This is an optimization exercise on Yosys and OpenROAD, whose aim is small area, not a production implementation.
In this exercise RTL edits were held to simulation tests only and were not proved equivalent to the original.

== v36 ==
==> flow/design.v <==
module isp_tile_packer #(
  parameter int IMGW_WIDTH     = 11,
  parameter int IMGH_WIDTH     = 11,
  parameter int PIX_WIDTH      = 24,
  parameter int LANES          = 32,
  parameter int ISP_DATA_WIDTH = 768,
  parameter int ISP_ADDR_WIDTH = 10
) (
  input  logic                      clk,
  input  logic                      rst_n,
  input  logic [IMGW_WIDTH-1:0]     img_width_i,
  input  logic [IMGH_WIDTH-1:0]     img_height_i,
  input  logic                      top_start_i,
  input  logic                      pix_vld_i,
  output logic                      pix_rdy_o,
  input  logic [PIX_WIDTH-1:0]      pix_dat_i,
  input  logic                      pix_sof_i,
  input  logic                      pix_eol_i,
  input  logic                      isp_rdy_i,
  output logic                      isp_resp_o,
  output logic                      isp_wen_o,
  output logic [ISP_ADDR_WIDTH-1:0] isp_waddr_o,
  output logic [ISP_DATA_WIDTH-1:0] isp_wdata_o,
  output logic                      isp_done_o,
  output logic                      busy_o,
  output logic                      frame_done_o,
  output logic                      err_o
);
  localparam int BUF_W = (LANES - 1) * PIX_WIDTH;
  typedef enum logic [1:0] {IDLE, WAIT_RDY, FILL, DONE} state_e;
  state_e                    state_q, state_d;
  logic [4:0]                tm1_q;         
  logic [IMGH_WIDTH-1:0]     lines_left_q;
  logic [4:0]                lane_q;        
  logic [4:0]                tile_q;        
  logic [4:0]                row_q;         
  logic [BUF_W-1:0]          lane_buf_q;
  logic [PIX_WIDTH-1:0]      lane31_q;
  logic                      wen_q;
  logic                      done_q;
  logic [5:0] tiles_in;
  logic [4:0] tm1_in;
  logic       start_ok;
  logic       xfer;
  logic       last_lane;
  logic       last_tile;
  logic       last_col;
  logic       band_end;
  logic       lines_zero;
  assign tiles_in   = img_width_i[10:5];
  assign tm1_in     = 5'(tiles_in - 6'd1);
  assign start_ok   = top_start_i && (state_q == IDLE) &&
                      (tiles_in != 6'd0) && (img_height_i != '0);
  assign pix_rdy_o  = (state_q == FILL);
  assign xfer       = pix_vld_i && pix_rdy_o;
  assign last_lane  = &lane_q;
  assign last_tile  = (tile_q == tm1_q);
  assign last_col   = last_lane && last_tile;
  assign lines_zero = (lines_left_q == '0);
  assign band_end   = xfer && last_col &&
                      ((&row_q) || (lines_left_q == IMGH_WIDTH'(1)));
  always_ff @(posedge clk or negedge rst_n) begin
    if (!rst_n) state_q <= IDLE;
    else        state_q <= state_d;
  end
  always_comb begin
    state_d = state_q;
    unique case (state_q)
      IDLE:     if (start_ok) state_d = WAIT_RDY;
      WAIT_RDY: if (isp_rdy_i) state_d = FILL;
      FILL:     if (band_end) state_d = DONE;
      DONE:     state_d = lines_zero ? IDLE : WAIT_RDY;
      default:  state_d = IDLE;
    endcase
  end
  assign isp_resp_o = (state_q == WAIT_RDY) && isp_rdy_i;
  assign busy_o     = (state_q != IDLE);
  always_ff @(posedge clk or negedge rst_n) begin
    if (!rst_n) begin
      wen_q  <= 1'b0;
      done_q <= 1'b0;
    end else begin
      wen_q  <= xfer && last_lane;
      done_q <= (state_q == DONE);
    end
  end
  always_ff @(posedge clk) begin
    if (start_ok) begin
      tm1_q        <= tm1_in;
      lines_left_q <= img_height_i;
      lane_q       <= '0;
      tile_q       <= tm1_in;
      row_q        <= 5'd31;
    end else if (xfer) begin
      lane_q <= lane_q + 5'd1;
      if (last_col) lines_left_q <= lines_left_q - IMGH_WIDTH'(1);
      if (lane_q == 5'd0) begin
        if (last_tile) begin
          tile_q <= '0;
          row_q  <= row_q + 5'd1;
        end else begin
          tile_q <= tile_q + 5'd1;
        end
      end
    end
  end
  for (genvar l = 0; l < LANES - 1; l++) begin : g_lane
    logic ld, hold;
    assign ld   = xfer && (lane_q == 5'(l));
    assign hold = (lane_q != 5'(l));
    always_ff @(posedge clk) begin
      lane_buf_q[l*PIX_WIDTH +: PIX_WIDTH] <=
          (lane_buf_q[l*PIX_WIDTH +: PIX_WIDTH] & {PIX_WIDTH{hold}}) |
          (pix_dat_i & {PIX_WIDTH{ld}});
    end
  end
  always_ff @(posedge clk) begin
    lane31_q <= pix_dat_i;
  end
  assign isp_wen_o    = wen_q;
  assign isp_waddr_o  = {row_q, tile_q};
  assign isp_wdata_o  = {lane31_q, lane_buf_q};
  assign isp_done_o   = done_q;
  assign frame_done_o = done_q && lines_zero;
  logic err_q;
  logic first_q;
  always_ff @(posedge clk or negedge rst_n) begin
    if (!rst_n) begin
      err_q <= 1'b0;
    end else if (start_ok) begin
      err_q <= 1'b0;
    end else if (xfer) begin
      if ((pix_sof_i != first_q) || (pix_eol_i != last_col)) begin
        err_q <= 1'b1;
      end
    end
  end
  always_ff @(posedge clk) begin
    if (start_ok)  first_q <= 1'b1;
    else if (xfer) first_q <= 1'b0;
  end
  assign err_o = err_q;
  logic unused_inputs;
  assign unused_inputs = ^{img_width_i[4:0], pix_sof_i, pix_eol_i};
endmodule
==> flow/config.mk <==
export PLATFORM = sky130hd
export DESIGN_NAME = isp_tile_packer
export DESIGN_NICKNAME = isp_tile_packer
export VERILOG_FILES = /design/flow/design.v
export SDC_FILE = /design/flow/constraint.sdc
export NUM_CORES = 4
export LEC_CHECK = 0
export CAP_MARGIN = 20
export CORE_MARGIN = 2
export CORE_UTILIZATION = 40
export SLEW_MARGIN = 20
==> flow/constraint.sdc <==
create_clock -name core_clock -period 6.0 [get_ports {clk}]
set_input_delay 1.2000 -clock core_clock [delete_from_list [all_inputs] [get_ports {clk}]]
set_output_delay 1.2000 -clock core_clock [all_outputs]
set_load 0.01 [all_outputs]
standard.sh (not shown) runs the stock make flow with config.mk's settings and CLKGATE_MAP_FILE= SYNTH_SCRIPT=/design/flow/synth_recipe.tcl, a recipe that flattens the netlist after the stock synthesis.
==> flow/flow/run.sh <==
#!/bin/bash
set -euo pipefail
cd "$(dirname "$0")/.."
bash standard.sh \
  "BUFFER_PORTS_ARGS=-buffer_cell sky130_fd_sc_hd__buf_1" \
  "CTS_ARGS=-sink_clustering_enable -repair_clock_nets -dont_use_dummy_load -buf_list sky130_fd_sc_hd__clkbuf_8 -sink_clustering_size 22 -sink_clustering_max_diameter 50" \
  finish > flow_standard.log 2>&1
v36 reached the end of the flow, and the finished layout is clean on the timing, DRC and antenna checks.
Input changes introduced in v51 (baseline for comparison: v36):
- setting PLACE_DENSITY to 0.75 for the first time
- changing CORE_UTILIZATION from 40 to 65
==> flow/flow/run.sh <==
#!/bin/bash
set -euo pipefail
cd "$(dirname "$0")/.."
bash standard.sh \
  "BUFFER_PORTS_ARGS=-buffer_cell sky130_fd_sc_hd__buf_1" \
  "CTS_ARGS=-sink_clustering_enable -repair_clock_nets -dont_use_dummy_load -buf_list sky130_fd_sc_hd__clkbuf_4 -sink_clustering_size 12 -sink_clustering_max_diameter 35" \
  finish > flow_standard.log 2>&1
FAIL v51 @ 3_2_place_iop: tool exited with error
Of v51 and v36, v51 shows the lower die width, with v36 above it.
Xor/xnor share of the synthesized area: v36 vs v51 identical
From v36 to v51 the numbers moved as follows: die outline height decreased 21%, unique cell type count in the Yosys netlist essentially unchanged.
Here is what was changed in the inputs of v56 compared with v51.
- removing PLACE_DENSITY (formerly 0.75)
- setting CTS_CLUSTER_DIAMETER to 80 for the first time
- setting CTS_CLUSTER_SIZE to 20 for the first time
- changing CORE_UTILIZATION from 65 to 40
- setting CTS_BUF_LIST to sky130_fd_sc_hd__clkbuf_4 for the first time
==> flow/flow/run.sh <==
#!/bin/bash
set -euo pipefail
cd "$(dirname "$0")/.."
bash standard.sh \
  "BUFFER_PORTS_ARGS=-buffer_cell sky130_fd_sc_hd__buf_1" \
  "CTS_ARGS=-sink_clustering_enable -repair_clock_nets -dont_use_dummy_load" \
  finish > flow_standard.log 2>&1
==> summary.txt <==
No final results exist for v51, since it was stopped by error PPL-0024 during 3_2_place_iop.
v56 finished all stages; the layout is clean.
Summary of v56 over v51: netlist area before placement shows no meaningful change; share of the synthesized netlist area taken by xor and xnor gates roughly the same; vertical extent of the die up 27%.
Compared with v51, v56 shows die extent in x that has gone up by more than a quarter.
In terms of number of enable flip-flop cells after synthesis, v56 and v51 differ only marginally.

-- static timing again, ports no longer ideal --
Ports are ideal in the flow. The routed layouts listed here were re-timed in OpenROAD.
Step 1 sets driving cells, clkbuf_16 on the clock port and buf_2 on the other inputs (assumed; they add their load-dependent delay and slew).
Step 2 adds t to the input delays and takes it off the output delays; t is the mean of the earliest and latest rising clock arrival at the registers after step 1. Input paths then give back, and output paths get back, about the clock's delay inside the block.
Slacks: no drivers / after step 1 / after step 2; pairs: no drivers / after step 1.
run	t, ns	slack for setup (ns)	slew at the worst register clock pin (ns)
v36	0.686	2.693 / 2.627 / 2.578	0.12 / 0.12
v56	0.648	2.740 / 2.675 / 2.497	0.06 / 0.06
After both steps setup and hold are still met in every run listed. For v56, which loses most, drivers alone change the setup slack by -0.065 ns; drivers and shift together by -0.243 ns.
